Background: an optimization exercise with open tools, aiming at small area and a short achievable clock period. Do not read the settings as production practice.
RTL that was checked went through simulation tests only; none was proved equivalent to the original.
Function not checked in runs 3 to 6: the RTL went through the layout flow alone.
In every run shown here, the design's own scripts or RTL, not TritonCTS, make the clock network.
No driver is modelled on the clock port, so clock power and skew are understated where the tree is cut down; a real chip needs a root buffer or a tree.
No activity file was given, so power comes from the tool's default toggle rates.

--- config.mk ---
export PLATFORM = sky130hd
export DESIGN_NAME = trace_monitor_top
export DESIGN_NICKNAME = trace_monitor_top
export VERILOG_FILES = /design/flow/design.v
export SDC_FILE = /design/flow/constraint.sdc
export NUM_CORES = 4
export LEC_CHECK = 0
export ABC_CLOCK_PERIOD_IN_PS = 1800
export CAP_MARGIN = 20
export CORE_MARGIN = 2
export CORE_UTILIZATION = 60
export SETUP_SLACK_MARGIN = 1.8
export SLEW_MARGIN = 20
--- constraint.sdc ---
create_clock -name core_clock -period 3.5 [get_ports {clk}]
set_input_delay 0.7000 -clock core_clock [delete_from_list [all_inputs] [get_ports {clk}]]
set_output_delay 0.7000 -clock core_clock [all_outputs]
set_load 0.01 [all_outputs]
--- design.v ---
`timescale 1ns/1ps
`default_nettype none
package trace_monitor_pkg;
    typedef enum logic [3:0] {
        RANGE_LOWER_EN   = 4'd0,
        RANGE_UPPER_EN   = 4'd1,
        RANGE_LOWER      = 4'd2,
        RANGE_UPPER      = 4'd3,
        TRIGGER_START_EN = 4'd4,
        TRIGGER_END_EN   = 4'd5,
        TRIGGER_START    = 4'd6,
        TRIGGER_END      = 4'd7,
        WFI_STOP         = 4'd8,
        HALT_ON_FULL_EN  = 4'd9,
        FORCED_HALT      = 4'd10
    } ctrl_addr_e;
    typedef struct packed {
        logic [32-1:0]        pc;
        logic [32-1:0] instr;
        logic [32-1:0] delta;
        logic                          last;
    } trace_record_t;
    typedef struct packed {
        logic                   range_lower_en;
        logic                   range_upper_en;
        logic [32-1:0] range_lower;
        logic [32-1:0] range_upper;
        logic                   trigger_start_en;
        logic                   trigger_end_en;
        logic [32-1:0] trigger_start;
        logic [32-1:0] trigger_end;
        logic                   halt_on_full_en;
        logic                   forced_halt;
        logic                   wfi_stop_clear;
    } trace_config_t;
endpackage
`default_nettype wire
`timescale 1ns/1ps
`default_nettype none
module trace_monitor_top (
    input  wire logic                          clk,
    input  wire logic                          rst_n,
    input  wire logic [32-1:0]        pc,
    input  wire logic [32-1:0] instr,
    input  wire logic                          en,
    input  wire logic [3:0]                    ctrl_addr,
    input  wire logic [32-1:0]        ctrl_wdata,
    input  wire logic                          ctrl_write_enable,
    output logic                               tvalid,
    input  wire logic                          tready,
    output logic [(32 + 32 + 32)-1:0]       tdata,
    output logic                               tlast,
    output logic                               halt_cpu
);
    localparam int DEPTH = 8;
    localparam int RW    = (32 + 32 + 32) + 1;
    logic w_lo_en, w_hi_en, w_lo, w_hi, w_ts_en, w_te_en, w_ts, w_te;
    logic w_clr, w_hen, w_frc;
    always_comb begin
        w_lo_en = 1'b0; w_hi_en = 1'b0; w_lo = 1'b0; w_hi = 1'b0;
        w_ts_en = 1'b0; w_te_en = 1'b0; w_ts = 1'b0; w_te = 1'b0;
        w_clr = 1'b0; w_hen = 1'b0; w_frc = 1'b0;
        if (ctrl_write_enable) begin
            case (ctrl_addr)
                4'd0:  w_lo_en = 1'b1;
                4'd1:  w_hi_en = 1'b1;
                4'd2:  w_lo    = 1'b1;
                4'd3:  w_hi    = 1'b1;
                4'd4:  w_ts_en = 1'b1;
                4'd5:  w_te_en = 1'b1;
                4'd6:  w_ts    = 1'b1;
                4'd7:  w_te    = 1'b1;
                4'd8:  w_clr   = 1'b1;
                4'd9:  w_hen   = 1'b1;
                4'd10: w_frc   = 1'b1;
                default: ;
            endcase
        end
    end
    logic        lo_en, hi_en, ts_en, te_en, halt_en, forced, clr;
    logic        lo_wr, hi_wr, ts_wr, te_wr;
    logic [31:0] lo, hi, ts, te;
    logic        lo_en_n, hi_en_n, ts_en_n, te_en_n, halt_en_n, forced_n;
    logic        lo_wr_n, hi_wr_n;
    assign lo_en_n   = w_lo_en ? ctrl_wdata[0] : lo_en;
    assign hi_en_n   = w_hi_en ? ctrl_wdata[0] : hi_en;
    assign ts_en_n   = w_ts_en ? ctrl_wdata[0] : ts_en;
    assign te_en_n   = w_te_en ? ctrl_wdata[0] : te_en;
    assign halt_en_n = w_hen   ? ctrl_wdata[0] : halt_en;
    assign forced_n  = w_frc   ? ctrl_wdata[0] : forced;
    assign lo_wr_n   = lo_wr | w_lo;
    assign hi_wr_n   = hi_wr | w_hi;
    always_ff @(posedge clk or negedge rst_n) begin
        if (!rst_n) begin
            lo_en   <= 1'b0;
            hi_en   <= 1'b0;
            ts_en   <= 1'b0;
            te_en   <= 1'b0;
            halt_en <= 1'b1;
            forced  <= 1'b0;
            clr     <= 1'b0;
            lo_wr   <= 1'b0;
            hi_wr   <= 1'b0;
            ts_wr   <= 1'b0;
            te_wr   <= 1'b0;
        end else begin
            lo_en   <= lo_en_n;
            hi_en   <= hi_en_n;
            ts_en   <= ts_en_n;
            te_en   <= te_en_n;
            halt_en <= halt_en_n;
            forced  <= forced_n;
            clr     <= w_clr;
            lo_wr   <= lo_wr_n;
            hi_wr   <= hi_wr_n;
            ts_wr   <= ts_wr | w_ts;
            te_wr   <= te_wr | w_te;
        end
    end
    always_ff @(posedge clk) begin
        if (w_lo) lo <= ctrl_wdata;
        if (w_hi) hi <= ctrl_wdata;
        if (w_ts) ts <= ctrl_wdata;
        if (w_te) te <= ctrl_wdata;
    end
    logic [31:0] s0_pc, s0_instr, s1_pc, s1_instr;
    logic        s0_wfi, s1_wfi, s0_nz;
    always_ff @(posedge clk or negedge rst_n) begin
        if (!rst_n) begin
            s0_wfi <= 1'b0;
            s1_wfi <= 1'b0;
            s0_nz  <= 1'b0;
        end else begin
            s0_wfi <= (instr == 32'h10500073);
            s1_wfi <= s0_wfi;
            s0_nz  <= (pc != 32'h0);
        end
    end
    always_ff @(posedge clk) begin
        s0_pc    <= pc;
        s0_instr <= instr;
        s1_pc    <= s0_pc;
        s1_instr <= s0_instr;
    end
    logic [1:0] s0_ms, s0_me, eq_wd, eq_ts, eq_te;
    logic       ms, me, sr, er, sr_n, er_n;
    assign eq_wd = {pc[31:16] == ctrl_wdata[31:16], pc[15:0] == ctrl_wdata[15:0]};
    assign eq_ts = ts_wr ? {pc[31:16] == ts[31:16], pc[15:0] == ts[15:0]}
                         : {pc[31:16] == 16'h0, pc[15:0] == 16'h0};
    assign eq_te = te_wr ? {pc[31:16] == te[31:16], pc[15:0] == te[15:0]}
                         : {pc[31:16] == 16'hFFFF, pc[15:0] == 16'hFFFF};
    assign ms   = ts_en && (&s0_ms);
    assign me   = te_en && (&s0_me);
    assign sr_n = me ? 1'b0 : (ms ? 1'b1 : sr);
    assign er_n = me ? 1'b1 : (ms ? 1'b0 : er);
    logic [4:0] wfi_cnt, wfi_cnt_n;
    logic       wf_q, lo_on_q, hi_on_q, win_q, cand_q, ne_h_q, ne_l_q;
    logic       wf_n, win_n, sel;
    always_comb begin
        if (!s1_wfi || clr)
            wfi_cnt_n = '0;
        else if (en && (wfi_cnt < 5'd16))
            wfi_cnt_n = wfi_cnt + 5'd1;
        else
            wfi_cnt_n = wfi_cnt;
    end
    assign wf_n  = s0_wfi && (wfi_cnt_n == 5'd15);
    assign win_n = (sr_n || !ts_en_n) && (!er_n || !te_en_n);
    always_ff @(posedge clk or negedge rst_n) begin
        if (!rst_n) begin
            wfi_cnt <= '0;
            sr      <= 1'b0;
            er      <= 1'b0;
            s0_ms   <= 2'b11;
            s0_me   <= 2'b00;
            win_q   <= 1'b0;
            cand_q  <= 1'b0;
            wf_q    <= 1'b0;
            lo_on_q <= 1'b0;
            hi_on_q <= 1'b0;
        end else begin
            wfi_cnt <= wfi_cnt_n;
            sr      <= sr_n;
            er      <= er_n;
            s0_ms   <= w_ts ? eq_wd : eq_ts;
            s0_me   <= w_te ? eq_wd : eq_te;
            win_q   <= win_n;
            cand_q  <= s0_nz && !s0_wfi;
            wf_q    <= wf_n;
            lo_on_q <= lo_en_n && lo_wr_n;
            hi_on_q <= hi_en_n && hi_wr_n;
        end
    end
    logic lo_gt_h, lo_eq_h, lo_ge_l;
    logic hi_lt_h, hi_eq_h, hi_le_l;
    logic wd_gt_h, wd_lt_h, wd_eq_h, wd_ge_l, wd_le_l;
    logic w_lo_q, w_hi_q;
    logic ge_lo, le_hi, in_range, pre_q;
    always_ff @(posedge clk) begin
        lo_gt_h <= (s0_pc[31:16] >  lo[31:16]);
        lo_eq_h <= (s0_pc[31:16] == lo[31:16]);
        lo_ge_l <= (s0_pc[15:0]  >= lo[15:0]);
        hi_lt_h <= (s0_pc[31:16] <  hi[31:16]);
        hi_eq_h <= (s0_pc[31:16] == hi[31:16]);
        hi_le_l <= (s0_pc[15:0]  <= hi[15:0]);
        wd_gt_h <= (s0_pc[31:16] >  ctrl_wdata[31:16]);
        wd_lt_h <= (s0_pc[31:16] <  ctrl_wdata[31:16]);
        wd_eq_h <= (s0_pc[31:16] == ctrl_wdata[31:16]);
        wd_ge_l <= (s0_pc[15:0]  >= ctrl_wdata[15:0]);
        wd_le_l <= (s0_pc[15:0]  <= ctrl_wdata[15:0]);
        ne_h_q  <= (s0_pc[31:16] != pc[31:16]);
        ne_l_q  <= (s0_pc[15:0]  != pc[15:0]);
        w_lo_q  <= w_lo;
        w_hi_q  <= w_hi;
    end
    assign ge_lo    = w_lo_q ? (wd_gt_h || (wd_eq_h && wd_ge_l))
                             : (lo_gt_h || (lo_eq_h && lo_ge_l));
    assign le_hi    = w_hi_q ? (wd_lt_h || (wd_eq_h && wd_le_l))
                             : (hi_lt_h || (hi_eq_h && hi_le_l));
    assign in_range = (!lo_on_q || ge_lo) && (!hi_on_q || le_hi);
    assign sel      = (((ne_h_q || ne_l_q) && cand_q) || wf_q) && win_q;
    assign pre_q    = sel && in_range;
    logic          full_q, cap_v, cap_v_n, load, push, cap_hold;
    logic [31:0]   delta;
    logic [RW-1:0] cap;
    assign load    = en && pre_q && (!cap_v || !full_q);
    assign push    = cap_v && !full_q;
    assign cap_v_n = load || (cap_v && full_q);
    always_ff @(posedge clk or negedge rst_n) begin
        if (!rst_n) begin
            delta    <= '0;
            cap_v    <= 1'b0;
            cap_hold <= 1'b0;
        end else begin
            if (load)
                delta <= 32'd1;
            else if (delta != 32'hFFFF_FFFF)
                delta <= delta + 32'd1;
            cap_v    <= cap_v_n;
            cap_hold <= cap_v_n && full_n;
        end
    end
    always_ff @(posedge clk) begin
        if (!cap_hold)
            cap <= {s1_instr, s1_pc, delta, wf_q};
    end
    logic [DEPTH-1:0][RW-1:0] mem;
    logic [DEPTH-1:0]         wr_oh, rd_oh, wr_oh_n, rd_oh_n, we_q;
    logic [3:0]               count, count_n;
    logic                     ne_q, pop, take_rdy, full_n, tv_n;
    assign take_rdy = tv_n || tready;
    assign pop      = ne_q && take_rdy;
    always_comb begin
        count_n = count;
        if (push && !pop)
            count_n = count + 4'd1;
        else if (!push && pop)
            count_n = count - 4'd1;
    end
    assign full_n  = (count_n == 4'(DEPTH));
    assign wr_oh_n = push ? {wr_oh[DEPTH-2:0], wr_oh[DEPTH-1]} : wr_oh;
    assign rd_oh_n = pop  ? {rd_oh[DEPTH-2:0], rd_oh[DEPTH-1]} : rd_oh;
    always_ff @(posedge clk or negedge rst_n) begin
        if (!rst_n) begin
            wr_oh    <= DEPTH'(1);
            rd_oh    <= DEPTH'(1);
            we_q     <= '0;
            count    <= '0;
            full_q   <= 1'b0;
            ne_q     <= 1'b0;
            halt_cpu <= 1'b0;
            tvalid   <= 1'b0;
            tv_n     <= 1'b1;
        end else begin
            wr_oh    <= wr_oh_n;
            rd_oh    <= rd_oh_n;
            we_q     <= (cap_v_n && !full_n) ? wr_oh_n : '0;
            count    <= count_n;
            full_q   <= full_n;
            ne_q     <= (count_n != 4'd0);
            halt_cpu <= (halt_en_n && full_n) || forced_n;
            if (take_rdy) begin
                tvalid <= ne_q;
                tv_n   <= !ne_q;
            end
        end
    end
    always_ff @(posedge clk) begin
        for (int i = 0; i < DEPTH; i++) begin
            if (we_q[i])
                mem[i] <= cap;
        end
    end
    logic [RW-1:0] out_q, out_d;
    always_comb begin
        out_d = {RW{!pop}} & out_q;
        for (int i = 0; i < DEPTH; i++)
            out_d = out_d | ({RW{pop && rd_oh[i]}} & mem[i]);
    end
    always_ff @(posedge clk) begin
        out_q <= out_d;
    end
    assign tdata = out_q[RW-1:1];
    assign tlast = out_q[0];
endmodule
`default_nettype wire
--- flow/run.sh ---
#!/bin/bash
# Standard ORFS layout (the standard.sh, standard synthesis unchanged),
# with two changes:
#  - the port buffers are plain buf cells instead of the delay-cell buffer
#    that buffer_ports picks by default;
#  - the clock tree is built by flow/mcts_hook.tcl (run as the CTS step's
#    PRE_CTS_TCL hook): four root buffers on the clock port, each driving
#    leaf buffers of at most 30 flip-flops; the rest of the CTS step (timing
#    repair, legalisation) runs as usual.
# ORFS writes each tool's log under orfs/logs/; make's output goes to
# flow_make.log here.
set -euo pipefail
here=$(pwd)
export BUFFER_PORTS_ARGS="-buffer_cell sky130_fd_sc_hd__buf_2"
export MCTS_TCL="$here/flow/mcts.tcl"
export PRE_CTS_TCL="$here/flow/mcts_hook.tcl"
bash standard.sh finish > flow_make.log 2>&1
--- flow/mcts.tcl ---
# Two-level clock tree: K leaf buffers at the centres of a k-means clustering
# of the clock sinks, and NROOT root buffers on the clock net, each at the
# centre of its group of leaf buffers (k-means on the leaf centres).
proc build_tree {K leafmaster rootmaster} {
  set db [ord::get_db]
  set block [ord::get_db_block]
  set clknet [$block findNet clk]
  set pts {}
  set its {}
  foreach it [$clknet getITerms] {
    set inst [$it getInst]
    set bb [$inst getBBox]
    lappend pts [list [expr {([$bb xMin]+[$bb xMax])/2.0}] [expr {([$bb yMin]+[$bb yMax])/2.0}]]
    lappend its $it
  }
  set n [llength $pts]
  # init centres: spread over sorted order
  set cs {}
  set sorted [lsort -real -index 0 $pts]
  for {set k 0} {$k < $K} {incr k} { lappend cs [lindex $sorted [expr {int(($k+0.5)*$n/$K)}]] }
  for {set iter 0} {$iter < 15} {incr iter} {
    set sx {}; set sy {}; set sc {}
    for {set k 0} {$k < $K} {incr k} { lappend sx 0.0; lappend sy 0.0; lappend sc 0 }
    set asg {}
    foreach p $pts {
      set px [lindex $p 0]; set py [lindex $p 1]
      set best 0; set bd 1e30
      for {set k 0} {$k < $K} {incr k} {
        set c [lindex $cs $k]
        set d [expr {abs($px-[lindex $c 0]) + abs($py-[lindex $c 1])}]
        if {$d < $bd} { set bd $d; set best $k }
      }
      lappend asg $best
      lset sx $best [expr {[lindex $sx $best]+$px}]
      lset sy $best [expr {[lindex $sy $best]+$py}]
      lset sc $best [expr {[lindex $sc $best]+1}]
    }
    set ncs {}
    for {set k 0} {$k < $K} {incr k} {
      set c [lindex $sc $k]
      if {$c > 0} { lappend ncs [list [expr {[lindex $sx $k]/$c}] [expr {[lindex $sy $k]/$c}]] } else { lappend ncs [lindex $cs $k] }
    }
    set cs $ncs
  }
  # cap each cluster at CAP sinks: move a full cluster's farthest sinks to
  # the nearest cluster that has room
  set CAP $::LEAF_CAP
  for {set k 0} {$k < $K} {incr k} { set members($k) {} }
  set i 0
  foreach a $asg { lappend members($a) $i; incr i }
  for {set k 0} {$k < $K} {incr k} {
    if {[llength $members($k)] <= $CAP} continue
    set c [lindex $cs $k]
    set byd {}
    foreach m $members($k) {
      set p [lindex $pts $m]
      lappend byd [list $m [expr {abs([lindex $p 0]-[lindex $c 0]) + abs([lindex $p 1]-[lindex $c 1])}]]
    }
    set byd [lsort -real -decreasing -index 1 $byd]
    while {[llength $members($k)] > $CAP} {
      set m [lindex [lindex $byd 0] 0]
      set byd [lrange $byd 1 end]
      set p [lindex $pts $m]
      set best -1; set bd 1e30
      for {set j 0} {$j < $K} {incr j} {
        if {$j == $k || [llength $members($j)] >= $CAP} continue
        set q [lindex $cs $j]
        set d [expr {abs([lindex $p 0]-[lindex $q 0]) + abs([lindex $p 1]-[lindex $q 1])}]
        if {$d < $bd} { set bd $d; set best $j }
      }
      if {$best < 0} break
      set idx [lsearch -exact $members($k) $m]
      set members($k) [lreplace $members($k) $idx $idx]
      lappend members($best) $m
      lset asg $m $best
    }
  }
  # leaf buffers at the centre of their final clusters
  for {set k 0} {$k < $K} {incr k} {
    if {[llength $members($k)] == 0} continue
    set x 0.0; set y 0.0
    foreach m $members($k) { set p [lindex $pts $m]; set x [expr {$x+[lindex $p 0]}]; set y [expr {$y+[lindex $p 1]}] }
    set n_k [llength $members($k)]
    lset cs $k [list [expr {$x/$n_k}] [expr {$y/$n_k}]]
  }
  set lm [$db findMaster $leafmaster]
  set rm [$db findMaster $rootmaster]
  # R roots, each at the centre of its group of leaves (k-means on the leaf centres)
  set R $::NROOT
  set rc {}
  set lsorted [lsort -real -index 1 $cs]
  for {set r 0} {$r < $R} {incr r} { lappend rc [lindex $lsorted [expr {int(($r+0.5)*$K/$R)}]] }
  for {set iter 0} {$iter < 20} {incr iter} {
    set rasg {}
    set sx {}; set sy {}; set sc {}
    for {set r 0} {$r < $R} {incr r} { lappend sx 0.0; lappend sy 0.0; lappend sc 0 }
    foreach c $cs {
      set best 0; set bd 1e30
      for {set r 0} {$r < $R} {incr r} {
        set q [lindex $rc $r]
        set d [expr {abs([lindex $c 0]-[lindex $q 0]) + abs([lindex $c 1]-[lindex $q 1])}]
        if {$d < $bd} { set bd $d; set best $r }
      }
      lappend rasg $best
      lset sx $best [expr {[lindex $sx $best]+[lindex $c 0]}]
      lset sy $best [expr {[lindex $sy $best]+[lindex $c 1]}]
      lset sc $best [expr {[lindex $sc $best]+1}]
    }
    set nrc {}
    for {set r 0} {$r < $R} {incr r} {
      set c [lindex $sc $r]
      if {$c > 0} { lappend nrc [list [expr {[lindex $sx $r]/$c}] [expr {[lindex $sy $r]/$c}]] } else { lappend nrc [lindex $rc $r] }
    }
    set rc $nrc
  }
  for {set r 0} {$r < $R} {incr r} {
    set q [lindex $rc $r]
    set root [odb::dbInst_create $block $rm mclk_root_$r]
    $root setLocation [expr {int([lindex $q 0])}] [expr {int([lindex $q 1])}]; $root setPlacementStatus PLACED
    set rnet($r) [odb::dbNet_create $block mclk_root_net_$r]
    $rnet($r) setSigType CLOCK
    [$root findITerm A] connect $clknet
    [$root findITerm X] connect $rnet($r)
  }
  for {set k 0} {$k < $K} {incr k} {
    set c [lindex $cs $k]
    set b [odb::dbInst_create $block $lm mclk_leaf_$k]
    $b setLocation [expr {int([lindex $c 0])}] [expr {int([lindex $c 1])}]; $b setPlacementStatus PLACED
    set ln [odb::dbNet_create $block mclk_leaf_net_$k]
    $ln setSigType CLOCK
    [$b findITerm A] connect $rnet([lindex $rasg $k])
    [$b findITerm X] connect $ln
    set lnets($k) $ln
  }
  set i 0
  foreach it $its {
    set k [lindex $asg $i]
    $it disconnect
    $it connect $lnets($k)
    incr i
  }
  puts "built tree: $n sinks, $K leaves"
}
--- flow/mcts_hook.tcl ---
# PRE_CTS_TCL hook: build the clock tree here instead of with TritonCTS.
# Four root buffers (the clock port feeds only these) each drive a group of
# leaf buffers; each leaf buffer drives at most 30 flip-flops placed near it
# (k-means on the flip-flops' positions). The tree is balanced by
# construction only (equal depth for every flip-flop), not skewed.
source $::env(MCTS_TCL)
set ::NROOT 4
set ::LEAF_CAP 30
set nsinks [llength [[[ord::get_db_block] findNet clk] getITerms]]
build_tree [expr {int(ceil($nsinks / 26.0))}] sky130_fd_sc_hd__clkbuf_16 sky130_fd_sc_hd__clkbuf_16
set_propagated_clock [all_clocks]
# the tree is in place: the step's own clock_tree_synthesis call does nothing
rename clock_tree_synthesis __tritoncts_unused
proc clock_tree_synthesis {args} { puts "clock tree built by mcts_hook.tcl" }
--- standard.sh ---
#!/bin/bash
# synth_recipe.tcl (not shown) runs the flow's synth.tcl, then flattens the netlist and writes it again
# the make line also repeats each setting of config.mk as NAME=value (left out here)
make -C /OpenROAD-flow-scripts/flow DESIGN_CONFIG=/design/flow/config.mk WORK_HOME=/design/flow/orfs CLKGATE_MAP_FILE= SYNTH_SCRIPT=/design/flow/synth_recipe.tcl "${@:-finish}"
==> impl_metrics.ini, run 1 <==
[grt]
grt_pass1_vias = 29704
grt_max_degree = 98
gr-usage-all-layers_pct = 33.9
grt_pass1_wl_um = 202000
overflow = 0
antenna_found_initial = 1

[critical_path]
cp_max_fo = 5
required_ns = 3.85
critPathLaunchType = flop
critical_path_arrival_ns = 2.37
worst_setup_path_end_kind = flop
critPathKind = reg2reg

[sta]
finClkSkew_ns = 0.0431
hold_viol_final = 0
worst_pin_slew_ns = 0.685
tns_ns = 0
rsz0062_at_grt = true
fin_crit_ns = 2.02
max_freq_ghz = 0.495
slew_violations = 0
finalSetupViolCount = 0
finalCritPeriodShare_pct = 57.7
maxSlewHeadroom_pct = 54.4
whs_ns = 0.193

[drt]
wl_um = 143000
avgViaCountPerCell = 6.49
drt_pass1_iterations = 7
vias = 29838
drt.antenna.violating_nets = 0
drcViolationCount = 0
drt_iter0_markers = 3508
wl_per_cell_um = 31.1

[yosys]
synth_top_area_share_pct = 62.2
synth_nets = 3262
syn_inst = 3057
synthAdderAreaFrac_pct = 2.59
avgSynthCellArea_um2 = 15.8
synth_xor_area_share_pct = 2.56
muxShareOfSynthArea_pct = 0.161
synthTopCellsByArea = edfxtp_1, dfxtp_1, dfrtp_1, ha_1, a222oi_1
synth_edf_count = 1001
synthesis.area_um2 = 48300
netlist.top_cell.by_area = edfxtp_1
synth-compound-area-share_pct = 8.44
synth-warning-count = 1
ys_types = 69
synth_top_family_by_area = compound AO/OA/AOI/OAI gates
async_flop_share_pct = 7.25
synth_seq_cells = 1338
ys_seq_area_share_pct = 77.2
synth-simple-area-share_pct = 6.91
ys.flop_type = edfxtp_1

[cells_and_area]
mostFrequentLayoutCell = edfxtp_1
final_nets = 3741
fin_area_um2 = 59900
layout_common_cells = edfxtp_1, nand2_1, buf_4, buf_2, dfxtp_1
drive_gt1_share_pct = 34.1
area_growth_pct = 23.9
fillers = 4706

[place]
dpl.hpwl_um = 69100
place_area_um2 = 51800
portBuffers = 203
gp_congestion = 0.869

[pwr]
p_leak_uw = 0.0222
max-vdd-ir-drop_v = 0.000390
cellPowerDensity_nw_per_um2 = 497

[clock_tree]
worstSkewPairLatency_ns = 0.48
clk_pin_slew_ns = 0.10
hold_buffers = 0

[floorplan]
fp.dieH_um = 288
ios = 204
dieArea_um2 = 82800
die_w_um = 288
core.rowCount = 104
start_util_pct = 60.3
core_um2 = 80200

[flow_run]
drv_cap = 0

[worst_hold_path]
min_path_type = in2async

[status]
status = complete, no violations
metal layers:
metal	GRT usage [%]	part of all wire, %	up-vias
met5	0	0	-
met2	58.9	51	1505
met4	13.4	5.3	0
met1	43.4	36	15275
met3	4.48	8.3	337
li1	-	-	12721
repair_timing:
item | in CTS | in global routing
hold endpoints to repair | 0 | 0
gates resized for setup | 591 | 274
buffers inserted | 163 | 90
pin swaps | 173 | 170
endpoints found under the setup margin | 524 | 206
cloned | 64 | 3
registers in the layout, summed over array words and instances (netlist names), 32 cells and up:
name and flops:
s0_pc 32, ts 32, s1_pc 32, s1_instr 32, mem 776, te 32
cap 97, delta 32, hi 32, out_q 97, lo 32, s0_instr 32
where the power goes:
group | total (uW) | leakage [uW] | internal, uW | switching [uW]
Combinational | 4120 | 0.00894 | 1870 | 2250
Clock | 7350 | 0.000690 | 2870 | 4480
Sequential | 18300 | 0.0125 | 17700 | 575
Total | 29800 | 0.0222 | 22400 | 7310
synth_stat cells (3+ instances only):
master / instances
a21oi_1: 37
nand4bb_1: 5
nor2b_1: 24
a22oi_1: 111
nor4b_1: 3
o31ai_1: 5
a222oi_1: 100
dfstp_2: 6
clkbuf_1: 100
dfxtp_1: 240
and4_1: 6
xnor2_1: 50
buf_1: 10
o21ai_0: 127
and2_1: 11
a32oi_1: 6
nor3b_1: 5
o21a_1: 6
nand3_1: 125
a221oi_1: 88
ha_1: 100
nor4_1: 32
nor3_1: 15
or3_1: 7
o21bai_1: 3
nand4_1: 50
a211oi_1: 6
and3_1: 10
inv_1: 106
xor2_1: 91
nand2_1: 266
edfxtp_1: 1001
or2_2: 8
nand2b_1: 13
o22ai_1: 3
a21o_1: 36
dfrtp_1: 91
nor2_1: 59
nor4bb_1: 10
mux2_2: 6
buf_2: 40
layout make-up:
| type | instances | area, um^2 | share of cell area (%) |
|---|---|---|---|
| Antenna cell | 3 | 7.51 | 0.0125 |
| Buffer | 56 | 1400 | 2.34 |
| Inverter | 106 | 455 | 0.761 |
| Multi-Input combinational cell | 1474 | 12600 | 21.1 |
| Sequential cell | 1338 | 37600 | 62.8 |
| Tap cell | 1060 | 1330 | 2.22 |
| Timing Repair Buffer | 560 | 6430 | 10.7 |
logic make-up (layout without fill, tap and decap cells):
logic type      after synthesis  in the layout
simple gates                666            676
flops                      1338           1338
xor+xnor                    141            141
fa+ha+maj                   100            100
mux                           7              7
other cells                   0              3
compound gates              546            550
buf+inv                     259            722
metrics by stage:
stage               power [uW]  worst slack, ns  instances  utilization [%]
finish                   29800             1.48       4597             74.7
global route             30500             1.45       4595             74.7
CTS                      29300             1.40       4501             72.4
detailed placement       20200            0.887       4218             64.6
global placement         20100            0.859       4218             64.6
floorplan                19400             1.23       3057                -
critical path, stage by stage, from the launching register on:
cell and delay (ns):
dfstp_2 0.41, o21a_4 0.27, buf_6 0.14, buf_6 0.12
and2_4 0.23, buf_12 0.16, buf_4 0.18, a221oi_4 0.28
nand3_2 0.10
path summary, 6_finish.rpt:
check                      slack, ns           end  cells after the start    startpoint
max                             1.48     out_q[66]                      8          tv_n
max reg2reg                     1.48     out_q[66]                      8          tv_n
max in group asynchronous       2.40     delta[25]                      2         rst_n
min reg2reg                     0.32  s1_instr[20]                      0  s0_instr[20]
min                             0.19      count[3]                      1         rst_n
min in group core_clock         0.32  s1_instr[20]                      0  s0_instr[20]
==> inputs of run 2 (changes only) <==
--- a/config.mk
+++ b/config.mk
@@ -9,5 +9,5 @@
 export CAP_MARGIN = 20
 export CORE_MARGIN = 2
 export CORE_UTILIZATION = 60
-export SETUP_SLACK_MARGIN = 1.8
+export SETUP_SLACK_MARGIN = 1.6
 export SLEW_MARGIN = 20
==> run 2 against run 1 <==
Compared with the run above: global-route usage down 6.1 points; total power down 7.3%; largest power group unchanged; critical path type unchanged; clock power is 3% lower; flip-flop and latch count unchanged; highest routed layer unchanged; worst setup slack gained 0.090 ns; die area unchanged; largest cell class unchanged.
==> impl_metrics.ini, run 2 <==
[status]
status = complete, no violations

[grt]
overflow = 0
antenna_found_initial = 2
grt_pass1_vias = 27666
grt_pass1_wl_um = 172000
grt_max_degree = 99
gr-usage-all-layers_pct = 27.7

[critical_path]
slowest_delay_ns = 0.41
worst_setup_path_end_kind = flop
critPathKind = reg2reg
cp_slowest_cell = dfstp_2
rr_worst_depth = 6
critical_path_arrival_ns = 2.24
crit-reg2reg-launch = tv_n
rr_endpoint = out_q[44]
rrSetupSlack_ns = 1.57
required_ns = 3.81
crit_end = out_q[44]
setup.worst_path.start = tv_n
cp_max_fo = 43
critPathLaunchType = flop
cp_cell_sequence = buf_4, o21ai_4, buf_12, o21ai_0, a221oi_1, nand3_1

[yosys]
synth_top_area_share_pct = 62.2
synthTopCellsByArea = edfxtp_1, dfxtp_1, dfrtp_1, ha_1, a222oi_1
synth_seq_cells = 1338
synth_nets = 3262
ys_types = 69
synth_common_cells = edfxtp_1, nand2_1, dfxtp_1
avgSynthCellArea_um2 = 15.8
ys.flop_type = edfxtp_1
synth-warning-count = 1
netlist.top_cell.by_area = edfxtp_1
ys_seq_area_share_pct = 77.2
synthesis.area_um2 = 48300
async_flop_share_pct = 7.25
yosysMostFrequentCell = edfxtp_1
syn_inst = 3057
synth_edf_count = 1001

[flow_run]
drv_cap = 0

[cells_and_area]
top_register = mem
multi_input_comb_area_um2 = 10800
fillers = 5551
area_growth_pct = 11.3
largestRegisters = mem: 776 flops, cap: 97 flops, out_q: 97 flops
largest_reg_flops = 776
regArea_um2 = 37400
mostFrequentLayoutCell = edfxtp_1
drive_gt1_share_pct = 17.5
layout_common_cells = edfxtp_1, nand2_1, dfxtp_1, buf_2, nand3_1
final_nets = 3498

[floorplan]
core.rowCount = 104
fp.dieH_um = 288
start_util_pct = 60.3
dieArea_um2 = 82800
ios = 204
core_um2 = 80200
die_w_um = 288

[drt]
drt_pass1_iterations = 6
drt.antenna.violating_nets = 0
vias = 27302
wl_um = 118000
avgViaCountPerCell = 6.27
wl_per_cell_um = 27.0
drt_iter0_markers = 2808
drcViolationCount = 0

[sta]
slew_violations = 0
finClkSkew_ns = 0.0969
rsz0062_at_grt = true
max_freq_ghz = 0.518
finalCritPeriodShare_pct = 55.1
worst_pin_slew_ns = 0.844
fin_crit_ns = 1.93
layout_setup_ws_ns = 1.57
finalSetupViolCount = 0
maxSlewHeadroom_pct = 43.5
hold_viol_final = 0

[clock_tree]
hold_buffers = 0
worstSkewPairLatency_ns = 0.51
clk_pin_slew_ns = 0.10

[place]
portBuffers = 203
dp_slack_ns = 0.820
gp_congestion = 0.868
dpl.hpwl_um = 65900

[pwr]
total_power_uw = 27600
p_leak_uw = 0.0193
max-vdd-ir-drop_v = 0.000444
cellPowerDensity_nw_per_um2 = 513

[worst_hold_path]
min_path_type = in2async
run 2: stage by stage:
step	hold WS, ns	TNS (ns)	utilization (%)	cells	instance area (um^2)
after floorplan	0.310	0	-	3057	48900
after global placement	0.312	-0.431	63.9	4221	51200
after detailed placement	0.312	0	63.9	4222	51200
after CTS	0.286	0	66.6	4330	53400
after global routing	0.292	0	67.1	4352	53800
final	0.290	0	67.1	4353	53800
run 2: report_power, final:
| group | internal, uW | leakage, uW | switching (uW) | total, uW |
|---|---|---|---|---|
| sequential | 17700 | 0.0125 | 508 | 18200 |
| combinational | 777 | 0.00613 | 1420 | 2190 |
| clock | 2860 | 0.000690 | 4300 | 7150 |
run 2: how the worst min path moves through the flow:
stage	slack (ns)	cells after the start	end	start
2_1_floorplan	0.31	0	s1_instr[0]	s0_instr[0]
3_3_place_gp	0.31	0	s1_instr[21]	s0_instr[21]
3_5_place_dp	0.31	0	s1_instr[17]	s0_instr[17]
4_1_cts	0.29	1	s0_me[0]	rst_n
5_1_grt	0.29	1	s0_instr[19]	instr[19]
6_report	0.29	1	s0_me[0]	rst_n
run 2: layout make-up:
type / instances / area share (%)
Antenna cell: 2 / 0.00930
Buffer: 56 / 2.61
Inverter: 106 / 0.758
Multi-Input combinational cell: 1469 / 20.0
Sequential cell: 1338 / 69.5
Tap cell: 1060 / 2.47
Timing Repair Buffer: 321 / 4.63
Timing Repair inverter: 1 / 0.00930
run 2: logic make-up (layout without fill, tap and decap cells):
logic type | Yosys count | in the layout | share of synthesized area (%)
other | 0 | 2 | 0
multiplexers | 7 | 7 | 0.161
AO/OA/AOI/OAI | 546 | 548 | 8.44
flip-flops | 1338 | 1338 | 77.2
XOR/XNOR | 141 | 141 | 2.56
buffers and inverters | 259 | 484 | 2.15
AND/OR/NAND/NOR | 666 | 673 | 6.91
adder cells (fa/ha/maj) | 100 | 100 | 2.59
run 2: timing repair:
item | 4_1_cts | 5_1_grt
setup buffers | 40 | 17
hold endpoints to repair | 0 | 0
cloned | 12 | 4
setup endpoints to repair | 160 | 139
gates resized for setup | 58 | 71
pin swaps | 21 | 35
run 2: metal layers:
| metal | vias to the layer above | wire length (um) | global-route usage [%] | share of wire, % |
|---|---|---|---|---|
| met1 | 13932 | 46100 | 37.2 | 39 |
| met2 | 1032 | 60000 | 48.9 | 51 |
| met5 | - | 0 | 0 | 0 |
| met4 | 0 | 3260 | 6.70 | 2.8 |
| li1 | 12169 | - | - | - |
| met3 | 169 | 8430 | 3.15 | 7.2 |
run 2: worst max-delay path, delay by kind of cell, from the launching register on:
| family | cells | cell delay [ns] |
|---|---|---|
| AND/OR/NAND/NOR | 1 | 0.12 |
| buffers and inverters | 2 | 0.46 |
| AO/OA/AOI/OAI | 3 | 0.75 |
| flip-flops | 1 | 0.41 |
==> inputs of run 3 (changes only) <==
--- a/design.v
+++ b/design.v
@@ -247,7 +247,7 @@
     logic [DEPTH-1:0][RW-1:0] mem;
     logic [DEPTH-1:0]         wr_oh, rd_oh, wr_oh_n, rd_oh_n, we_q;
     logic [3:0]               count, count_n;
-    logic                     ne_q, pop, take_rdy, full_n, tv_n;
+    logic                     ne_q, pop, take_rdy, full_n, ne_n, tv_n, c7_q, c1_q;
     assign take_rdy = tv_n || tready;
     assign pop      = ne_q && take_rdy;
     always_comb begin
@@ -257,7 +257,8 @@
         else if (!push && pop)
             count_n = count - 4'd1;
     end
-    assign full_n  = (count_n == 4'(DEPTH));
+    assign full_n  = !pop && (full_q || (c7_q && push));
+    assign ne_n    = push || (ne_q && !(c1_q && pop));
     assign wr_oh_n = push ? {wr_oh[DEPTH-2:0], wr_oh[DEPTH-1]} : wr_oh;
     assign rd_oh_n = pop  ? {rd_oh[DEPTH-2:0], rd_oh[DEPTH-1]} : rd_oh;
     always_ff @(posedge clk or negedge rst_n) begin
@@ -268,6 +269,8 @@
             count    <= '0;
             full_q   <= 1'b0;
             ne_q     <= 1'b0;
+            c7_q     <= 1'b0;
+            c1_q     <= 1'b0;
             halt_cpu <= 1'b0;
             tvalid   <= 1'b0;
             tv_n     <= 1'b1;
@@ -277,7 +280,9 @@
             we_q     <= (cap_v_n && !full_n) ? wr_oh_n : '0;
             count    <= count_n;
             full_q   <= full_n;
-            ne_q     <= (count_n != 4'd0);
+            ne_q     <= ne_n;
+            c7_q     <= (count_n == 4'(DEPTH - 1));
+            c1_q     <= (count_n == 4'd1);
             halt_cpu <= (halt_en_n && full_n) || forced_n;
             if (take_rdy) begin
                 tvalid <= ne_q;
@@ -293,9 +298,9 @@
     end
     logic [RW-1:0] out_q, out_d;
     always_comb begin
-        out_d = {RW{!pop}} & out_q;
+        out_d = {RW{!take_rdy}} & out_q;
         for (int i = 0; i < DEPTH; i++)
-            out_d = out_d | ({RW{pop && rd_oh[i]}} & mem[i]);
+            out_d = out_d | ({RW{take_rdy && rd_oh[i]}} & mem[i]);
     end
     always_ff @(posedge clk) begin
         out_q <= out_d;
==> run 3 against run 2 <==
Compared with the run above: still clean; critical path type unchanged; sequential power hardly changed; hold slack gained 0.019 ns; clock skew is 0.0054 ns lower; largest cell class unchanged; core utilization grew 0.36 points.
==> impl_metrics.ini, run 3 <==
[yosys]
synth-compound-area-share_pct = 9.55
synthesis.area_um2 = 48300
synth_seq_cells = 1340
synth_edf_count = 1001
ys_types = 69
synth_xor_area_share_pct = 2.63
synth_nets = 3158
ys.flop_type = edfxtp_1
ys_seq_area_share_pct = 77.3
muxShareOfSynthArea_pct = 0.554
synthTopCellsByArea = edfxtp_1, dfxtp_1, dfrtp_1, a22oi_1, ha_1
synthAdderAreaFrac_pct = 2.59
netlist.top_cell.by_area = edfxtp_1
syn_inst = 2953
yosysMostFrequentCell = edfxtp_1
async_flop_share_pct = 7.39
synth-warning-count = 1
synth_top_family_by_area = compound AO/OA/AOI/OAI gates
synth_top_area_share_pct = 62.2
synth_common_cells = edfxtp_1, a22oi_1, dfxtp_1
synth-simple-area-share_pct = 5.37
avgSynthCellArea_um2 = 16.4

[place]
portBuffers = 203
place_area_um2 = 51800
gp_congestion = 0.826
dpl.hpwl_um = 68100

[grt]
overflow = 0
gr-usage-all-layers_pct = 28.9
grt_pass1_vias = 27205
grt_pass1_wl_um = 175000
antenna_found_initial = 5
grt_max_degree = 81

[flow_run]
drv_cap = 0

[critical_path]
cp_cell_sequence = or2_2, buf_4, buf_8, nor2_1, nor2_1, a221oi_4, nand3_1
worst-path-buf-inv = 2
worst_setup_path_end_kind = flop
cp_slowest_cell = dfstp_2
critPathLaunchType = flop
slowest_delay_ns = 0.61
crit_family = simple AND/OR/NAND/NOR gates
required_ns = 3.92
cp_common_cell = nor2_1
critPathKind = reg2reg
critical_path_arrival_ns = 2.35
cp_max_fo = 49

[sta]
tns_ns = 0
finalCritPeriodShare_pct = 55.2
maxSlewHeadroom_pct = 42.9
finalSetupViolCount = 0
worst_pin_slew_ns = 0.856
slew_violations = 0
max_freq_ghz = 0.518
finClkSkew_ns = 0.0915
rsz0062_at_grt = true
fin_crit_ns = 1.93
hold_viol_final = 0

[cells_and_area]
mostFrequentLayoutCell = edfxtp_1
drive_gt1_share_pct = 21.6
area_growth_pct = 11.9
fillers = 5465
multi_input_comb_area_um2 = 11300
largest_reg_flops = 776
fin_area_um2 = 54100
top_register = mem
regArea_um2 = 37400
final_nets = 3384
final_util_pct = 67.5
largestRegisters = mem: 776 flops, cap: 97 flops, out_q: 97 flops
layout_common_cells = edfxtp_1, dfxtp_1, buf_2, a22oi_2, nand4_1

[drt]
vias = 27048
wl_per_cell_um = 28.7
avgViaCountPerCell = 6.38
drt_iter0_markers = 2408
drcViolationCount = 0
drt.antenna.violating_nets = 0
drt_pass1_iterations = 5
wl_um = 122000

[pwr]
max-vdd-ir-drop_v = 0.000303
cellPowerDensity_nw_per_um2 = 504
p_leak_uw = 0.0191

[clock_tree]
clk_pin_slew_ns = 0.10
hold_buffers = 0
worstSkewPairLatency_ns = 0.50

[floorplan]
die_w_um = 288
core.rowCount = 104
core_um2 = 80200
dieArea_um2 = 82800
ios = 204
fp.dieH_um = 288
start_util_pct = 60.3

[status]
status = complete, no violations

[worst_hold_path]
min_path_type = in2async
==> run 3: cell count changes after synthesis, moves of 22 or more <==
cell | before | now
nand3_1 | 125 | 60
nand4_1 | 50 | 115
a22oi_1 | 111 | 255
a222oi_1 | 100 | 1
a221oi_1 | 88 | 40
a221o_1 | 2 | 83
buf_2 | 40 | 13
clkbuf_1 | 100 | 122
nand2_1 | 266 | 55
nor2_1 | 59 | 92
==> run 3: logic make-up after synthesis <==
family	count (synthesis)
XOR/XNOR	145
adder cells (fa/ha/maj)	100
AND/OR/NAND/NOR	470
buffers and inverters	255
AO/OA/AOI/OAI	619
multiplexers	24
flip-flops	1340
==> run 3: power by group <==
part           internal, uW  leakage, uW  total, uW  switching [uW]
logic                   803      0.00588       1950            1150
registers             17600       0.0126      18100             498
clock network          2860     0.000690       7180            4320
==> run 3: metrics by stage <==
stage	hold slack (ns)	total power, uW	worst slack, ns	instances
after global placement	0.310	20100	-0.517	4110
after detailed placement	0.312	20200	0.656	4112
after CTS	0.279	27300	1.60	4216
after floorplan	0.310	19300	1.34	2953
final	0.309	27300	1.57	4238
after global routing	0.288	28100	1.55	4238
==> run 3: final timing paths <==
| kind | start | endpoint | slack [ns] | cells after the start |
|---|---|---|---|---|
| max | tv_n | out_q[18] | 1.57 | 7 |
| min reg2reg | s0_instr[19] | s1_instr[19] | 0.33 | 0 |
| max in group asynchronous | rst_n | s0_ms[1] | 2.35 | 2 |
| max reg2reg | tv_n | out_q[18] | 1.57 | 7 |
| min in group core_clock | instr[6] | s0_instr[6] | 0.31 | 1 |
| min | rst_n | delta[26] | 0.31 | 1 |
==> run 3: final cells by class <==
cell class	count	share of cell area [%]
inverter	102	0.722
timing repair buffer	308	4.08
sequential	1340	69.2
timing repair inverter	1	0.0139
tap	1060	2.45
multi-input combinational	1370	20.9
antenna	1	0.00463
buffer	56	2.59
==> run 3: timing repair <==
item                       4_1_cts  5_1_grt
cloned                          13        1
pin swaps                       14       14
setup endpoints to repair      165       77
resized for setup               55       38
setup buffers                   35       20
==> run 3: metal layers <==
layer  up-vias  share of wire (%)  track usage, %
met2       969                 49            48.4
li1      11928                  -               -
met4         0                2.8            6.76
met3       165                8.0            5.00
met5         -                  0               0
met1     13986                 40            39.9
==> inputs of run 4 (changes only) <==
--- a/flow/mcts.tcl
+++ b/flow/mcts.tcl
@@ -113,6 +113,47 @@
     }
     set rc $nrc
   }
+  # balance the roots: at most ceil(K/R) leaves each, moving a full root's
+  # farthest leaves to the nearest root with room
+  set RCAP [expr {int(ceil(double($K) / $R))}]
+  for {set r 0} {$r < $R} {incr r} { set rmem($r) {} }
+  set k 0
+  foreach a $rasg { lappend rmem($a) $k; incr k }
+  for {set r 0} {$r < $R} {incr r} {
+    if {[llength $rmem($r)] <= $RCAP} continue
+    set q [lindex $rc $r]
+    set byd {}
+    foreach m $rmem($r) {
+      set c [lindex $cs $m]
+      lappend byd [list $m [expr {abs([lindex $c 0]-[lindex $q 0]) + abs([lindex $c 1]-[lindex $q 1])}]]
+    }
+    set byd [lsort -real -decreasing -index 1 $byd]
+    while {[llength $rmem($r)] > $RCAP} {
+      set m [lindex [lindex $byd 0] 0]
+      set byd [lrange $byd 1 end]
+      set c [lindex $cs $m]
+      set best -1; set bd 1e30
+      for {set j 0} {$j < $R} {incr j} {
+        if {$j == $r || [llength $rmem($j)] >= $RCAP} continue
+        set q2 [lindex $rc $j]
+        set d [expr {abs([lindex $c 0]-[lindex $q2 0]) + abs([lindex $c 1]-[lindex $q2 1])}]
+        if {$d < $bd} { set bd $d; set best $j }
+      }
+      if {$best < 0} break
+      set idx [lsearch -exact $rmem($r) $m]
+      set rmem($r) [lreplace $rmem($r) $idx $idx]
+      lappend rmem($best) $m
+      lset rasg $m $best
+    }
+  }
+  # each root at the centre of its leaves
+  for {set r 0} {$r < $R} {incr r} {
+    if {[llength $rmem($r)] == 0} continue
+    set x 0.0; set y 0.0
+    foreach m $rmem($r) { set c [lindex $cs $m]; set x [expr {$x+[lindex $c 0]}]; set y [expr {$y+[lindex $c 1]}] }
+    set n_r [llength $rmem($r)]
+    lset rc $r [list [expr {$x/$n_r}] [expr {$y/$n_r}]]
+  }
   for {set r 0} {$r < $R} {incr r} {
     set q [lindex $rc $r]
     set root [odb::dbInst_create $block $rm mclk_root_$r]
--- a/config.mk
+++ b/config.mk
@@ -8,6 +8,6 @@
 export ABC_CLOCK_PERIOD_IN_PS = 1800
 export CAP_MARGIN = 20
 export CORE_MARGIN = 2
-export CORE_UTILIZATION = 60
-export SETUP_SLACK_MARGIN = 1.6
+export CORE_UTILIZATION = 70
+export SETUP_SLACK_MARGIN = 1.55
 export SLEW_MARGIN = 20
==> run 4 against run 3 <==
Compared with the run above: first-iteration DRC count increased by 14%; sequential share of layout area increased by 0.67 points; fmax decreased by 4.0%; critical endpoint is now delta[19]; hold slack got worse by 0.0098 ns; largest cell class unchanged; cell area decreased by 0.97%; flip-flop and latch count unchanged; critical path depth unchanged.
==> impl_metrics.ini, run 4 <==
[status]
status = complete, no violations

[critical_path]
cp_cell_sequence = nand4_4, or4b_4, a31oi_4, buf_12, nand4_1, xor2_1, nor2_1
critPathLaunchType = flop
slowest_delay_ns = 0.56
required_ns = 3.87
setup.worst_path.start = delta[11]
critPathKind = reg2reg
crit-reg2reg-launch = delta[11]
cp_max_fo = 5
worst_setup_path_end_kind = flop
cp_slowest_cell = or4b_4
worst-path-buf-inv = 1
crit_family = simple AND/OR/NAND/NOR gates
critical_path_arrival_ns = 2.38

[pwr]
p_clk_share_pct = 26.3
p_leak_uw = 0.0190
swShare_pct = 21.7
p_sw_uw = 5910
cellInternalPower_uw = 21300
total_power_uw = 27200
max-vdd-ir-drop_v = 0.000493
seq_power_share_pct = 66.7
power_frac_comb_pct = 7.0
cellPowerDensity_nw_per_um2 = 508

[drt]
vias = 27228
wl_per_cell_um = 28.2
wl_um = 114000
drt_pass1_iterations = 8
drt_iter0_markers = 2740
drcViolationCount = 0
drt.antenna.violating_nets = 0
avgViaCountPerCell = 6.74

[sta]
maxSlewHeadroom_pct = 39.5
finClkSkew_ns = 0.0758
fin_crit_ns = 2.01
rsz0062_at_grt = true
tns_ns = 0
finalCritPeriodShare_pct = 57.5
hold_viol_final = 0
finalSetupViolCount = 0
max_freq_ghz = 0.497
slew_violations = 0
layout_setup_ws_ns = 1.49
worst_pin_slew_ns = 0.908

[floorplan]
fp.dieH_um = 267
core_um2 = 68500
dieArea_um2 = 71200
ios = 204
core.rowCount = 96
die_w_um = 267
start_util_pct = 70.6

[grt]
grt_max_degree = 98
grt_pass1_vias = 27020
gr-usage-all-layers_pct = 31.6
grt_pass1_wl_um = 166000
overflow = 0
antenna_found_initial = 8

[yosys]
ys_types = 69
synthTopCellsByArea = edfxtp_1, dfxtp_1, dfrtp_1, a22oi_1, ha_1
synth_seq_cells = 1340
netlist.top_cell.by_area = edfxtp_1
ys.flop_type = edfxtp_1
synth_edf_count = 1001
syn_inst = 2953
synthesis.area_um2 = 48300
avgSynthCellArea_um2 = 16.4
ys_seq_area_share_pct = 77.3
synth-warning-count = 1
synth_top_area_share_pct = 62.2
synth_common_cells = edfxtp_1, a22oi_1, dfxtp_1
yosysMostFrequentCell = edfxtp_1
synth_nets = 3158
async_flop_share_pct = 7.39

[worst_hold_path]
min_path_type = in2reg
hp-start = instr[0]

[cells_and_area]
layout_common_cells = edfxtp_1, dfxtp_1, buf_2, a22oi_2, nand4_1
fin_area_um2 = 53600
drive_gt1_share_pct = 20.3
largest_reg_flops = 776
mostFrequentLayoutCell = edfxtp_1
multi_input_comb_area_um2 = 11200
largestRegisters = mem: 776 flops, cap: 97 flops, out_q: 97 flops
final_nets = 3361
regArea_um2 = 37400
top_register = mem
fillers = 3804
final_util_pct = 78.2
area_growth_pct = 10.8

[clock_tree]
worstSkewPairLatency_ns = 0.51
hold_buffers = 0
clk_pin_slew_ns = 0.11

[place]
portBuffers = 203
dpl.hpwl_um = 66100
gp_congestion = 0.873
dp_slack_ns = 0.703
place_area_um2 = 51500

[flow_run]
drv_cap = 0
-- run 4: power by group through the flow --
stage | clock, uW | combinational (uW) | sequential [uW]
global route | 7700 | 2050 | 18200
finish | 7160 | 1900 | 18100
global placement | 0 | 1630 | 18500
detailed placement | 0 | 1700 | 18500
CTS | 7200 | 1780 | 18100
floorplan | 0 | 941 | 18400
-- run 4: stage by stage --
step | hold WS [ns] | std cells
finish | 0.299 | 4041
detailed placement | 0.313 | 3938
floorplan | 0.310 | 2953
global route | 0.285 | 4038
CTS | 0.289 | 4014
global placement | 0.310 | 3937
-- run 4: worst register-to-register path, cell delays in order, from the launching register on --
cell and delay [ns]:
dfrtp_1 0.43, nand4_4 0.13, or4b_4 0.56, a31oi_4 0.25
buf_12 0.17, nand4_1 0.12, xor2_1 0.20, nor2_1 0.07
-- run 4: logic make-up after synthesis --
| family | count (synthesis) | synth area share, % |
|---|---|---|
| mux | 24 | 0.554 |
| buf+inv | 255 | 2.04 |
| fa+ha+maj | 100 | 2.59 |
| simple gates | 470 | 5.37 |
| compound gates | 619 | 9.55 |
| flops | 1340 | 77.3 |
| xor+xnor | 145 | 2.63 |
-- run 4: what timing repair did --
| action | CTS | global route |
|---|---|---|
| pin swaps | 11 | 16 |
| gates resized for setup | 34 | 47 |
| cloned | 5 | 3 |
| setup buffers | 15 | 19 |
| setup endpoints to repair | 166 | 83 |
-- run 4: metal layers --
metal	GRT usage, %	share of wire, %
met2	52.2	49
met1	44.1	38
met4	10.7	3.8
met3	4.64	9.2
met5	0	0
-- run 4: path summary, 6_finish.rpt --
kind                           endpoint  slack (ns)  cells after the start
max                           delta[19]        1.49                      7
min                         s0_instr[0]        0.30                      1
max reg2reg                   delta[19]        1.49                      7
min reg2reg                s1_instr[26]        0.33                      0
max in group asynchronous      s0_ms[0]        2.39                      2
min in group asynchronous     delta[19]        0.36                      1
-- run 4: final cells by class --
type / instances / share of cell area [%]
timing repair buffer: 291 / 3.86
antenna: 5 / 0.0234
inverter: 102 / 0.734
multi-input combinational: 1364 / 20.8
tap: 882 / 2.06
timing repair inverter: 1 / 0.0140
buffer: 56 / 2.62
sequential: 1340 / 69.9
==> inputs of run 5 (changes only) <==
--- a/design.v
+++ b/design.v
@@ -245,7 +245,7 @@
             cap <= {s1_instr, s1_pc, delta, wf_q};
     end
     logic [DEPTH-1:0][RW-1:0] mem;
-    logic [DEPTH-1:0]         wr_oh, rd_oh, wr_oh_n, rd_oh_n, we_q;
+    logic [DEPTH-1:0]         wr_oh, rd_oh, wr_oh_n, rd_oh_n, we_q, rd_sel;
     logic [3:0]               count, count_n;
     logic                     ne_q, pop, take_rdy, full_n, ne_n, tv_n, c7_q, c1_q;
     assign take_rdy = tv_n || tready;
@@ -265,7 +265,6 @@
         if (!rst_n) begin
             wr_oh    <= DEPTH'(1);
             rd_oh    <= DEPTH'(1);
-            we_q     <= '0;
             count    <= '0;
             full_q   <= 1'b0;
             ne_q     <= 1'b0;
@@ -277,7 +276,6 @@
         end else begin
             wr_oh    <= wr_oh_n;
             rd_oh    <= rd_oh_n;
-            we_q     <= (cap_v_n && !full_n) ? wr_oh_n : '0;
             count    <= count_n;
             full_q   <= full_n;
             ne_q     <= ne_n;
@@ -291,6 +289,10 @@
         end
     end
     always_ff @(posedge clk) begin
+        we_q   <= (cap_v_n && !full_n) ? wr_oh_n : '0;
+        rd_sel <= rd_oh_n;
+    end
+    always_ff @(posedge clk) begin
         for (int i = 0; i < DEPTH; i++) begin
             if (we_q[i])
                 mem[i] <= cap;
@@ -300,7 +302,7 @@
     always_comb begin
         out_d = {RW{!take_rdy}} & out_q;
         for (int i = 0; i < DEPTH; i++)
-            out_d = out_d | ({RW{take_rdy && rd_oh[i]}} & mem[i]);
+            out_d = out_d | ({RW{take_rdy && rd_sel[i]}} & mem[i]);
     end
     always_ff @(posedge clk) begin
         out_q <= out_d;
--- a/config.mk
+++ b/config.mk
@@ -8,6 +8,6 @@
 export ABC_CLOCK_PERIOD_IN_PS = 1800
 export CAP_MARGIN = 20
 export CORE_MARGIN = 2
-export CORE_UTILIZATION = 70
-export SETUP_SLACK_MARGIN = 1.55
+export CORE_UTILIZATION = 60
+export SETUP_SLACK_MARGIN = 1.6
 export SLEW_MARGIN = 20
==> run 5 against run 4 <==
Compared with the run above: area after synthesis rose by 0.50%; total power grew 0.64%; global-route usage fell by 2.8 points; largest cell class unchanged; still clean on timing, DRC and antenna; sequential power is essentially flat; synthesized cell count grew 0.47%; clock power increased by 2%.
==> impl_metrics.ini, run 5 <==
[sta]
slew_violations = 0
finalCritPeriodShare_pct = 60.6
rsz0062_at_grt = true
finalSetupViolCount = 0
maxSlewHeadroom_pct = 38.6
hold_viol_final = 0
fin_crit_ns = 2.12
finClkSkew_ns = 0.0409
worst_pin_slew_ns = 0.921
tns_ns = 0
max_freq_ghz = 0.471

[cells_and_area]
mostFrequentLayoutCell = edfxtp_1
top_register = mem
area_growth_pct = 14.4
num_antenna_cells = 0
layout_common_cells = edfxtp_1, dfxtp_1, buf_2, a22oi_2, o21ai_0
final_nets = 3455
largest_reg_flops = 776
drive_gt1_share_pct = 24.0
fin_cells = 4308
largestRegisters = mem: 776 flops, cap: 97 flops, out_q: 97 flops

[drt]
met1Wirelength_um = 50200
vias = 27440
wl_per_cell_um = 28.5
wl_met2_um = 61400
drt_iter0_markers = 2510
top_layer = met4
drt.antenna.violating_nets = 0
avgViaCountPerCell = 6.37
drt_pass1_iterations = 6
wl_um = 123000
drcViolationCount = 0
met3WireLength_um = 7840

[critical_path]
required_ns = 3.85
crit-reg2reg-launch = s0_pc[0]
critPathLaunchType = flop
rrSetupSlack_ns = 1.38
critPathKind = reg2reg
critical_path_arrival_ns = 2.47
cp_max_fo = 3
rr_worst_depth = 8
worst_setup_path_end_kind = flop
rr_endpoint = lo_ge_l

[grt]
overflow = 0
antenna_found_initial = 2
grt_pass1_vias = 27429
grt_max_degree = 98
gr-usage-all-layers_pct = 28.9
grt_pass1_wl_um = 177000

[yosys]
yosysMostFrequentCell = edfxtp_1
avgSynthCellArea_um2 = 16.4
synth_common_cells = edfxtp_1, dfxtp_1, a22oi_1
netlist.top_cell.by_area = edfxtp_1
ys.flop_type = edfxtp_1
ys_seq_area_share_pct = 77.1
synth-warning-count = 1
syn_inst = 2967
synth_edf_count = 1001
synth_seq_cells = 1348
synthTopCellsByArea = edfxtp_1, dfxtp_1, dfrtp_1, a22oi_1, ha_1
synth_nets = 3172
synth_top_area_share_pct = 61.9
synthesis.area_um2 = 48600
async_flop_share_pct = 6.75
ys_types = 59

[floorplan]
core_um2 = 80300
fp.dieH_um = 289
ios = 204
dieArea_um2 = 83300
start_util_pct = 60.5
core.rowCount = 104
die_w_um = 289

[clock_tree]
worstSkewPairLatency_ns = 0.48
clk_pin_slew_ns = 0.09

[pwr]
p_leak_uw = 0.0197
cellPowerDensity_nw_per_um2 = 493
max-vdd-ir-drop_v = 0.000416

[place]
portBuffers = 203
gp_congestion = 0.870
dpl.hpwl_um = 70100
dp.cells = 4143

[status]
status = complete, no violations

[flow_run]
drv_cap = 0

[worst_hold_path]
min_path_type = in2async
==> run 5: cell types whose count changed after synthesis, moves of 8 or more <==
cell / before / now
clkbuf_1: 122 / 102
a221o_1: 83 / 95
buf_2: 13 / 31
a22o_1: 15 / 37
a22oi_1: 255 / 221
a21oi_1: 29 / 53
dfrtp_1: 93 / 85
o21ai_0: 106 / 122
nand3_1: 60 / 70
nor2_1: 92 / 62
dfxtp_1: 240 / 256
nand4_1: 115 / 101
==> run 5: worst max-delay path by stage <==
stage / startpoint / end / slack (ns)
2_1_floorplan: cap_hold / cap[0] / 1.34
3_3_place_gp: tready / out_q[67] / 0.93
3_5_place_dp: tready / c1_q / 0.93
4_1_cts: s0_pc[0] / lo_ge_l / 1.32
5_1_grt: s0_pc[0] / lo_ge_l / 1.30
6_report: s0_pc[0] / lo_ge_l / 1.38
==> run 5: stage by stage <==
step                      hold WS (ns)  instance area, um^2  util, %  total power, uW  setup slack [ns]
final                            0.321                55600     69.2            27400              1.38
after detailed placement         0.313                52300     65.1            20300             0.925
after floorplan                  0.310                50200        -            19400              1.34
after CTS                        0.326                54700     68.1            27400              1.32
after global placement           0.313                52300     65.1            20200             0.927
after global routing             0.329                55600     69.2            28200              1.30
==> run 5: logic make-up (layout without fill, tap and decap cells) <==
logic type,after synthesis,in the layout,share of synthesized area (%)
DFF,1348,1348,77.1
adders and majority gates,100,100,2.58
xor gates and xnor gates,140,140,2.52
AOI/OAI and AO/OA,657,657,10.0
buffers and inverters,261,537,2.11
muxes,25,25,0.572
and+or+nand+nor,436,441,5.07
==> run 5: timing repair <==
| item | CTS | global route |
|---|---|---|
| gates cloned | 14 | 4 |
| pin swaps | 17 | 40 |
| setup buffers | 53 | 38 |
| endpoints found under the setup margin | 179 | 153 |
| endpoints found under the hold margin | 0 | 0 |
| resized for setup | 55 | 100 |
| hold buffers | 0 | 0 |
==> run 5: power breakdown <==
group / total (uW) / internal (uW) / switching, uW / leakage, uW
Combinational: 1820 / 770 / 1050 / 0.00644
Sequential: 18300 / 17700 / 541 / 0.0126
Clock: 7290 / 2860 / 4420 / 0.000690
Total: 27400 / 21400 / 6010 / 0.0197
==> run 5: metal layers <==
layer / vias to the layer above / global-route usage [%]
met5: - / 0
met4: 0 / 6.28
met3: 188 / 3.15
met2: 943 / 49.7
met1: 14194 / 40.2
li1: 12115 / -
==> run 5: worst max-delay path: stages, from the launching register on <==
cell and delay (ns):
dfxtp_4 0.38, inv_2 0.05, ha_1 0.27, nand2b_1 0.14, a21o_1 0.16, a21o_1 0.22, a2111oi_4 0.34, o21ai_2 0.11
a221o_1 0.33
==> run 5: area by class of cell <==
| class | count | area, um^2 |
|---|---|---|
| fill | 5214 | 24700 |
| tap | 1060 | 1330 |
| timing repair buffer | 374 | 3310 |
| inverter | 106 | 405 |
| multi-input combinational | 1363 | 11600 |
| buffer | 56 | 1400 |
| sequential | 1348 | 37500 |
| timing repair inverter | 1 | 7.51 |
==> inputs of run 6 (changes only) <==
--- a/flow/run.sh
+++ b/flow/run.sh
@@ -5,7 +5,7 @@
 #    that buffer_ports picks by default;
 #  - the clock tree is built by flow/mcts_hook.tcl (run as the CTS step's
 #    PRE_CTS_TCL hook): four root buffers on the clock port, each driving
-#    leaf buffers of at most 30 flip-flops; the rest of the CTS step (timing
+#    leaf buffers of at most 24 flip-flops; the rest of the CTS step (timing
 #    repair, legalisation) runs as usual.
 # ORFS writes each tool's log under orfs/logs/; make's output goes to
 # flow_make.log here.
==> flow/mcts_hook.tcl (replaced) <==
# PRE_CTS_TCL hook: build the clock tree here instead of with TritonCTS.
# Four root buffers (the clock port feeds only these) each drive a group of
# leaf buffers; each leaf buffer drives at most 24 flip-flops placed near it
# (k-means on the flip-flops' positions). The tree is balanced by
# construction only (equal depth for every flip-flop), not skewed.
source $::env(MCTS_TCL)
set ::NROOT 4
set ::LEAF_CAP 24
set nsinks [llength [[[ord::get_db_block] findNet clk] getITerms]]
build_tree [expr {int(ceil($nsinks / 22.0))}] sky130_fd_sc_hd__clkbuf_16 sky130_fd_sc_hd__clkbuf_16
set_propagated_clock [all_clocks]
# the tree is in place: the step's own clock_tree_synthesis call does nothing
rename clock_tree_synthesis __tritoncts_unused
proc clock_tree_synthesis {args} { puts "clock tree built by mcts_hook.tcl" }
==> run 6 against run 5 <==
Compared with the run above: first-iteration DRC count up 1.5%; combinational power about the same; via count up 0.52%; fmax down 1.1%.
==> impl_metrics.ini, run 6 <==
[cells_and_area]
fillers = 5233
mostFrequentLayoutCell = edfxtp_1
largestRegisters = mem: 776 flops, cap: 97 flops, out_q: 97 flops
area_growth_pct = 14.5
final_nets = 3477
top_register = mem
drive_gt1_share_pct = 24.0
fin_cells = 4330
multi_input_comb_area_um2 = 11500
largest_reg_flops = 776
layout_common_cells = edfxtp_1, dfxtp_1, buf_2, a22oi_2
regArea_um2 = 37500
num_antenna_cells = 0

[critical_path]
required_ns = 3.88
critPathLaunchType = flop
critPathKind = reg2reg
rr_worst_depth = 8
critical_path_arrival_ns = 2.53
cp_max_fo = 3
crit-reg2reg-launch = s0_pc[0]
worst_setup_path_end_kind = flop
rr_endpoint = lo_ge_l
rrSetupSlack_ns = 1.35

[yosys]
syn_inst = 2967
synth_edf_count = 1001
synth_top_family_by_area = compound AO/OA/AOI/OAI gates
ys_types = 59
netlist.top_cell.by_area = edfxtp_1
async_flop_share_pct = 6.75
synth_xor_area_share_pct = 2.52
synth_nets = 3172
avgSynthCellArea_um2 = 16.4
synth-warning-count = 1
ys.flop_type = edfxtp_1
synth-compound-area-share_pct = 10.0
synth-simple-area-share_pct = 5.07
synthesis.area_um2 = 48600
synthTopCellsByArea = edfxtp_1, dfxtp_1, dfrtp_1, a22oi_1, ha_1
synth_common_cells = edfxtp_1, dfxtp_1, a22oi_1
muxShareOfSynthArea_pct = 0.572
yosysMostFrequentCell = edfxtp_1
synth_seq_cells = 1348
synthAdderAreaFrac_pct = 2.58
synth_top_area_share_pct = 61.9
ys_seq_area_share_pct = 77.1

[sta]
worst_pin_slew_ns = 0.942
finalCritPeriodShare_pct = 61.3
max_freq_ghz = 0.466
finClkSkew_ns = 0.0606
fin_crit_ns = 2.15
tns_ns = 0
finalSetupViolCount = 0
slew_violations = 0
maxSlewHeadroom_pct = 37.2
rsz0062_at_grt = true
hold_viol_final = 0
layout_setup_ws_ns = 1.35

[grt]
grt_max_degree = 98
overflow = 0
antenna_found_initial = 4
grt_pass1_wl_um = 177000
grt_pass1_vias = 27404
gr-usage-all-layers_pct = 28.9

[drt]
avgViaCountPerCell = 6.37
wl_per_cell_um = 28.4
drt_pass1_iterations = 5
drt_iter0_markers = 2547
drt.antenna.violating_nets = 0
drcViolationCount = 0
wl_um = 123000
vias = 27584

[pwr]
cellPowerDensity_nw_per_um2 = 503
p_leak_uw = 0.0198
max-vdd-ir-drop_v = 0.000461

[place]
dp_slack_ns = 0.925
portBuffers = 203
dp.cells = 4143
dpl.hpwl_um = 70100
gp_congestion = 0.870

[worst_hold_path]
min_path_type = in2async

[floorplan]
fp.dieH_um = 289
dieArea_um2 = 83300
ios = 204
core.rowCount = 104
start_util_pct = 60.5
die_w_um = 289
core_um2 = 80300

[clock_tree]
worstSkewPairLatency_ns = 0.51
hold_buffers = 0
clk_pin_slew_ns = 0.09

[flow_run]
drv_cap = 0

[status]
status = complete, no violations
==> run 6: cell types whose count changed in the layout (fill, tap and decap cells not counted), moves of 4 or more <==
cell       before  now
nand3_2         7    3
buf_4          90  117
a22oi_1        60   72
a22oi_2       161  149
dfrtp_2        12   17
clkbuf_16      59   70
nand3_1        61   67
buf_12         45   39
dfrtp_1        73   68
==> run 6: cell families (layout without fill, tap and decap cells) <==
logic type / Yosys count / count (layout)
flip-flops: 1348 / 1348
AO/OA/AOI/OAI: 657 / 657
XOR/XNOR: 140 / 140
adder cells (fa/ha/maj): 100 / 100
multiplexers: 25 / 25
buffers and inverters: 261 / 560
AND/OR/NAND/NOR: 436 / 440
==> run 6: metal layers <==
| metal | wire length (um) | track usage, % | part of all wire, % |
|---|---|---|---|
| met5 | 0 | 0 | 0 |
| met1 | 49700 | 40.1 | 40 |
| met2 | 61600 | 49.5 | 50 |
| met3 | 8250 | 3.16 | 6.7 |
| met4 | 3570 | 7.02 | 2.9 |
==> run 6: layout make-up <==
cell class                 count  share of cell area [%]
sequential                  1348                    67.5
inverter                     106                   0.729
timing repair inverter         1                  0.0135
buffer                        66                    2.97
multi-input combinational   1362                    20.6
tap                         1060                    2.38
timing repair buffer         387                    5.77
==> run 6: per-stage QoR <==
step	total power, uW	instance area [um^2]	utilization (%)	hold WS (ns)
2_1_floorplan	19400	50200	-	0.310
3_5_place_dp	20300	52300	65.1	0.313
6_report	28000	55600	69.3	0.284
3_3_place_gp	20200	52300	65.1	0.313
4_1_cts	28000	54700	68.2	0.301
5_1_grt	28800	55600	69.3	0.304
==> run 6: worst max path at each step <==
stage / startpoint / to / cells past startpoint
floorplan: cap_hold / cap[0] / 1
global placement: tready / out_q[67] / 6
detailed placement: tready / c1_q / 7
CTS: s0_pc[0] / lo_ge_l / 8
global route: s0_pc[0] / lo_ge_l / 8
finish: s0_pc[0] / lo_ge_l / 8
==> run 6: power by group <==
part	switching (uW)	total [uW]	internal [uW]
logic	1050	1810	757
registers	533	18300	17700
clock network	4570	7900	3340
==> run 6: repair_timing <==
item,in CTS,in global routing
setup endpoints to repair,170,151
gates resized for setup,48,71
gates cloned,8,6
pin swaps,19,54
buffers inserted,47,60
hold endpoints to repair,0,0
==> run 6: worst max-delay path, cell delays in order, from the launching register on <==
cell and delay (ns):
dfxtp_4 0.38, inv_2 0.05, ha_1 0.27, nand2b_1 0.14
a21o_1 0.16, a21o_1 0.22, a2111oi_4 0.35, o21ai_2 0.12
a221o_1 0.33

-- afterwards: timing with drivers on the ports --
How much do the figures lean on ideal ports? The routed layouts below were timed once more, with nothing changed but the port constraints. Step 1 sets driving cells, clkbuf_16 on the clock port and buf_2 on the other inputs (assumed; they add their load-dependent delay and slew). Step 2 also shifts input and output timing later by t, the mid clock arrival at the registers, as if the neighbouring blocks saw the same clock. Three values: no drivers, after step 1, after step 2; two values: the first two.
run	shift t [ns]	slack for setup (ns)
run 1	0.621	1.480 / 1.480 / 1.040
run 2	0.607	1.570 / 1.535 / 1.071
run 3	0.620	1.569 / 1.498 / 1.077
run 4	0.606	1.489 / 1.489 / 1.004
run 5	0.607	1.379 / 1.379 / 1.099
run 6	0.617	1.354 / 1.354 / 0.996
After both steps every run listed still meets setup and hold.
